Background: an optimization exercise with open tools, aiming at small area and few clock cycles. Do not read the settings as production practice.
Only simulation tests tie the RTL to the original design; equivalence was not proved.
No driver is modelled on the clock port, so clocking that relies on it looks cheaper here than on a real chip.
Power and IR drop assume default switching activity.

==> flow/design.v (excerpt) <==
module image_capture_top (
  input  logic         clk,
  input  logic         mem_reset,
  input  logic         trigger,
  input  logic [15:0]  height,       
  input  logic [28:0]  start_addr,   
  input  logic [25:0]  s_beat,       
  input  logic         s_valid,
  output logic         s_ready,
  output logic         frame_done,
  output logic         skipped,
  output logic         mem_wr_req,
  output logic [156:0] mem_wr_cmd,   
  input  logic         mem_wr_ack,
  output logic         frame_written
);
  localparam logic [1:0] ST_IDLE  = 2'd0;   
  localparam logic [1:0] ST_WAIT  = 2'd1;   
  localparam logic [1:0] ST_STORE = 2'd2;   
  logic [1:0]  state;
  logic [15:0] lines_left;  
  logic [1:0]  slot;        
  logic [95:0] pix;         
  logic [28:3] wr_addr;     
  logic [2:0]  addr_lo;     
  logic sof, eol;
  logic fwd;                
  logic word_free;          
  logic fire;               
  logic ack;                
  logic line_last;
  assign sof = s_beat[1];
  assign eol = s_beat[0];
  assign ack       = mem_wr_req && mem_wr_ack;
  assign word_free = !mem_wr_req || mem_wr_ack;
  assign fwd       = (state == ST_STORE) || ((state == ST_WAIT) && sof);
  assign s_ready   = fwd ? word_free : 1'b1;
  assign fire      = s_valid && fwd && word_free;
  assign line_last = (lines_left == 16'd1);
  always_ff @(posedge clk or posedge mem_reset) begin
    if (mem_reset) begin
      state         <= ST_IDLE;
      slot          <= 2'd0;
      mem_wr_req    <= 1'b0;
      frame_written <= 1'b0;
  ...
Size in the first run: ~150 flip-flops, about 240 I/O pins, about 0.0060 mm^2 of cells after synthesis.
export LEC_CHECK = 0
export CAP_MARGIN = 20
export CORE_MARGIN = 2
export CORE_UTILIZATION = 50
export SLEW_MARGIN = 20
create_clock -name core_clock -period 4.5 [get_ports {clk}]
standard.sh (not shown) runs the stock make flow with config.mk's settings and CLKGATE_MAP_FILE= SYNTH_SCRIPT=/design/flow/synth_recipe.tcl, a recipe that flattens the netlist after the stock synthesis.
==> flow/flow/run.sh <==
#!/bin/bash
# Standard ORFS layout, with the smallest buffer on each port, a clock tree of small buffers
# (upsized after CTS where their slew is high) and one tie cell for the constant outputs.
set -euo pipefail
export BUFFER_PORTS_ARGS="-buffer_cell sky130_fd_sc_hd__buf_1"
export CTS_ARGS="-repair_clock_nets -buf_list sky130_fd_sc_hd__clkbuf_4 -dont_use_dummy_load"
export SKIP_REPAIR_TIE_FANOUT=1
export REMOVE_ABC_BUFFERS=1
export POST_CTS_TCL="$(pwd)/flow/post_cts.tcl"
bash standard.sh > flow_standard.log 2>&1
==> flow/flow/post_cts.tcl <==
estimate_parasitics -placement
set upsized 0
foreach inst [get_cells *] {
  set ref [get_property $inst ref_name]
  if {$ref != "sky130_fd_sc_hd__clkbuf_4"} { continue }
  set name [get_property $inst full_name]
  set net [get_nets -of_objects [get_pins $name/X]]
  set mx 0
  foreach p [get_pins -of_objects $net -filter "direction==input"] {
    set s [get_property $p slew_max]
    if {$s > $mx} { set mx $s }
  }
  if {$mx > 0.200} {
    replace_cell $inst sky130_fd_sc_hd__clkbuf_16
    incr upsized
  } elseif {$mx > 0.095} {
    replace_cell $inst sky130_fd_sc_hd__clkbuf_8
    incr upsized
  }
}
puts "post_cts: upsized $upsized clock buffers"
detailed_placement
check_placement -verbose
estimate_parasitics -placement
The first run finished with timing, DRC and antenna clean.
Testbench counts at the start, summed over its fixed seeds: cycles 15,331.
Next try:
--- a/flow/flow/run.sh
+++ b/flow/flow/run.sh
@@ -8 +7,0 @@
-export REMOVE_ABC_BUFFERS=1
--- a/flow/flow/post_cts.tcl
+++ b/flow/flow/post_cts.tcl
@@ -16 +16 @@
-  } elseif {$mx > 0.095} {
+  } elseif {$mx > 0.105} {
The new run ran to the end with no violations.
Design area went down by 0.44%.
Utilization went down by 0.25 points.
Die area is unchanged.
Count of clock-buffer cells in the layout does not change.
Global-route usage went up by 0.18 points.
Sequential share of layout area went up by 0.28 points.
Next try:
--- a/flow/flow/post_cts.tcl
+++ b/flow/flow/post_cts.tcl
@@ -16 +16 @@
-  } elseif {$mx > 0.105} {
+  } elseif {$mx > 0.095} {
Effect: Register-to-register slack is about the same; routed wire length is about the same; first-iteration DRC count goes up by 14%; total power came out higher by 1.9%; final area grows by 0.47%; critical path depth does not change.

Another version of the RTL of image_capture_top (not shown whole).
Size: about 150 flip-flops, roughly 240 I/O pins, roughly 6600 µm² of cells after synthesis.
==> flow/config.mk <==
export PLATFORM = sky130hd
export DESIGN_NAME = image_capture_top
export DESIGN_NICKNAME = image_capture_top
export VERILOG_FILES = /design/flow/design.v
export SDC_FILE = /design/flow/constraint.sdc
export NUM_CORES = 4
export LEC_CHECK = 0
export ABC_AREA = 1
export CAP_MARGIN = 20
export CORE_MARGIN = 2
export CORE_UTILIZATION = 40
export SLEW_MARGIN = 20
==> flow/constraint.sdc <==
create_clock -name core_clock -period 4.5 [get_ports {clk}]
set_input_delay 0.9000 -clock core_clock [delete_from_list [all_inputs] [get_ports {clk}]]
set_output_delay 0.9000 -clock core_clock [all_outputs]
set_load 0.01 [all_outputs]
run.sh (not shown) runs the stock make flow with config.mk's settings and CLKGATE_MAP_FILE= SYNTH_SCRIPT=/design/flow/synth_recipe.tcl, a recipe that flattens the netlist after the stock synthesis.
Stock flow here: none of the scripts above is used.
Testbench counts at the start, summed over its fixed seeds: cycles 15,331.
==> next run, changes <==
==> flow/flow/run.sh (new file) <==
#!/bin/bash
# Standard ORFS layout, with the smallest buffer on each port and a clock tree of small buffers.
set -euo pipefail
export BUFFER_PORTS_ARGS="-buffer_cell sky130_fd_sc_hd__buf_1"
export CTS_ARGS="-sink_clustering_enable -repair_clock_nets -buf_list {sky130_fd_sc_hd__clkbuf_4 sky130_fd_sc_hd__clkbuf_8} -dont_use_dummy_load -root_buf sky130_fd_sc_hd__clkbuf_8 -sink_clustering_buffer sky130_fd_sc_hd__clkbuf_4"
bash standard.sh > flow_standard.log 2>&1
==> flow/standard.sh (new file) <==
#!/bin/bash
# synth_recipe.tcl (not shown) runs the flow's synth.tcl, then flattens the netlist and writes it again
# the make line also repeats each setting of config.mk as NAME=value (left out here)
make -C /OpenROAD-flow-scripts/flow DESIGN_CONFIG=/design/flow/config.mk WORK_HOME=/design/flow/orfs CLKGATE_MAP_FILE= SYNTH_SCRIPT=/design/flow/synth_recipe.tcl "${@:-finish}"
Settings changed: ABC_AREA 1 to default.
removed: flow/run.sh
=>
- The new run completed without violations
- design area falls by 22%
- die area came out lower by 5.0%
- sequential power went down by 12%
- critical path depth is lower by 1
- clock power falls by 48%
- cell count is lower by 16%
- first-iteration DRC count is lower by 26%
- worst setup slack is better by 0.55 ns
- total power falls by 38%
- routed wire length drops by 19%

Starting RTL as in the previous note.
Settings: LEC_CHECK=0, CAP_MARGIN=20, CORE_MARGIN=2, CORE_UTILIZATION=65, SLEW_MARGIN=20; clock period 4.5 ns.
standard.sh (not shown) runs the stock make flow with config.mk's settings and CLKGATE_MAP_FILE= SYNTH_SCRIPT=/design/flow/synth_recipe.tcl, a recipe that flattens the netlist after the stock synthesis.
==> flow/flow/run.sh <==
#!/bin/bash
# Standard ORFS layout, with the smallest buffer on each port and a clock tree of small buffers.
set -euo pipefail
export BUFFER_PORTS_ARGS="-buffer_cell sky130_fd_sc_hd__buf_1"
export CTS_ARGS="-sink_clustering_enable -repair_clock_nets -buf_list {sky130_fd_sc_hd__clkbuf_4 sky130_fd_sc_hd__clkbuf_8} -dont_use_dummy_load -root_buf sky130_fd_sc_hd__clkbuf_8 -sink_clustering_buffer sky130_fd_sc_hd__clkbuf_4"
bash standard.sh > flow_standard.log 2>&1
Testbench counts at the start, summed over its fixed seeds: cycles 15,331.
Edit:
==> flow/run.sh (new file) <==
#!/bin/bash
# synth_recipe.tcl (not shown) runs the flow's synth.tcl, then flattens the netlist and writes it again
# the make line also repeats each setting of config.mk as NAME=value (left out here)
make -C /OpenROAD-flow-scripts/flow DESIGN_CONFIG=/design/flow/config.mk WORK_HOME=/design/flow/orfs CLKGATE_MAP_FILE= SYNTH_SCRIPT=/design/flow/synth_recipe.tcl finish
--- a/flow/config.mk
+++ b/flow/config.mk
@@ -9,3 +9,3 @@
 export CORE_MARGIN = 2
-export CORE_UTILIZATION = 65
+export CORE_UTILIZATION = 40
 export SLEW_MARGIN = 20
removed: flow/flow/run.sh
removed: flow/standard.sh
Final area rose by 23%.
Sequential share of layout area is lower by 11 points.
Die area rose by 60%.
Setup slack degrades by 0.66 ns.
Routed wire length goes up by 15%.
Hold slack improved by 0.029 ns.
Non-clock buffer count went up by 2.
Sequential power barely changes.
Edit:
==> flow/flow/run.sh (new file) <==
#!/bin/bash
# Standard ORFS layout, with the smallest buffer on each port and a clock tree of small buffers.
set -euo pipefail
export BUFFER_PORTS_ARGS="-buffer_cell sky130_fd_sc_hd__buf_1"
export CTS_ARGS="-sink_clustering_enable -repair_clock_nets -buf_list {sky130_fd_sc_hd__clkbuf_4 sky130_fd_sc_hd__clkbuf_8} -dont_use_dummy_load"
bash standard.sh > flow_standard.log 2>&1
==> flow/standard.sh (new file) <==
#!/bin/bash
# synth_recipe.tcl (not shown) runs the flow's synth.tcl, then flattens the netlist and writes it again
# the make line also repeats each setting of config.mk as NAME=value (left out here)
make -C /OpenROAD-flow-scripts/flow DESIGN_CONFIG=/design/flow/config.mk WORK_HOME=/design/flow/orfs CLKGATE_MAP_FILE= SYNTH_SCRIPT=/design/flow/synth_recipe.tcl "${@:-finish}"
--- a/flow/config.mk
+++ b/flow/config.mk
@@ -7,2 +7,3 @@
 export LEC_CHECK = 0
+export ABC_AREA = 1
 export CAP_MARGIN = 20
removed: flow/run.sh
After rerunning: Cell count is higher by about 15%. Count of clock-buffer cells in the layout is lower by 1. Worst hold slack is worse by 0.032 ns. Power is higher by about 3.5%. Sequential share of layout area is higher by 7.7 points. Critical path depth is higher by 4.
Edit:
==> flow/flow/run.sh (replaced) <==
#!/bin/bash
# Standard ORFS layout, with the smallest buffer on each port and a clock tree of small buffers.
set -euo pipefail
export BUFFER_PORTS_ARGS="-buffer_cell sky130_fd_sc_hd__buf_1"
export CTS_ARGS="-sink_clustering_enable -repair_clock_nets -buf_list {sky130_fd_sc_hd__clkbuf_4 sky130_fd_sc_hd__clkbuf_8} -dont_use_dummy_load -sink_clustering_size 30 -sink_clustering_max_diameter 100"
bash standard.sh > flow_standard.log 2>&1
--- a/flow/config.mk
+++ b/flow/config.mk
@@ -7,3 +7,2 @@
 export LEC_CHECK = 0
-export ABC_AREA = 1
 export CAP_MARGIN = 20
After rerunning: Setup slack got worse by 0.15 ns; via count went down by 14%; clock skew went up by 0.0044 ns; sequential cell count stays the same; utilization stays flat; fmax went down by about 6%; count of clock-buffer cells in the layout is unchanged; die area went down by about 5%; power went down by about 23%.

[what the ideal ports hide]
Ports are ideal in the flow. The routed layouts listed here were re-timed in OpenROAD.
Step 1 sets driving cells, clkbuf_16 on the clock port and buf_2 on the other inputs (assumed; they add their load-dependent delay and slew).
Step 2 moves the port delays by t, midway between the first and last clock arrival at a register: inputs arrive t later, outputs are due t later. That takes back most of the time a late clock gives input paths.
a / b / c = ideal / step 1 / step 2; a / b = the first two.
run | t, ns | slack for setup (ns) | worst setup path after step 2 | worst slew at a driven data input, ns
the first run of note 1 | 0.389 | 1.933 / 1.950 / 1.561 | input to register | 0.07
the second run of note 1 | 0.391 | 1.994 / 2.011 / 1.620 | input to register | 0.06
the third run of note 1 | 0.457 | 2.090 / 2.102 / 1.646 | input to register | 0.06
the first run of note 2 | 0.455 | 1.358 / 1.336 / 1.336 | input to output | 0.07
the second run of note 2 | 0.457 | 1.906 / 1.886 / 1.482 | input to register | 0.08
the first run of note 3 | 0.433 | 1.872 / 1.837 / 1.535 | input to register | 0.06
the second run of note 3 | 0.447 | 1.212 / 1.187 / 0.922 | input to register | 0.06
the third run of note 3 | 0.466 | 2.054 / 2.044 / 1.599 | input to register | 0.06
the fourth run of note 3 | 0.457 | 1.906 / 1.886 / 1.482 | input to register | 0.08
After both steps setup and hold are still met in every run listed. For the third run of note 3, which loses most, drivers alone change the setup slack by -0.010 ns; drivers and shift together by -0.455 ns.
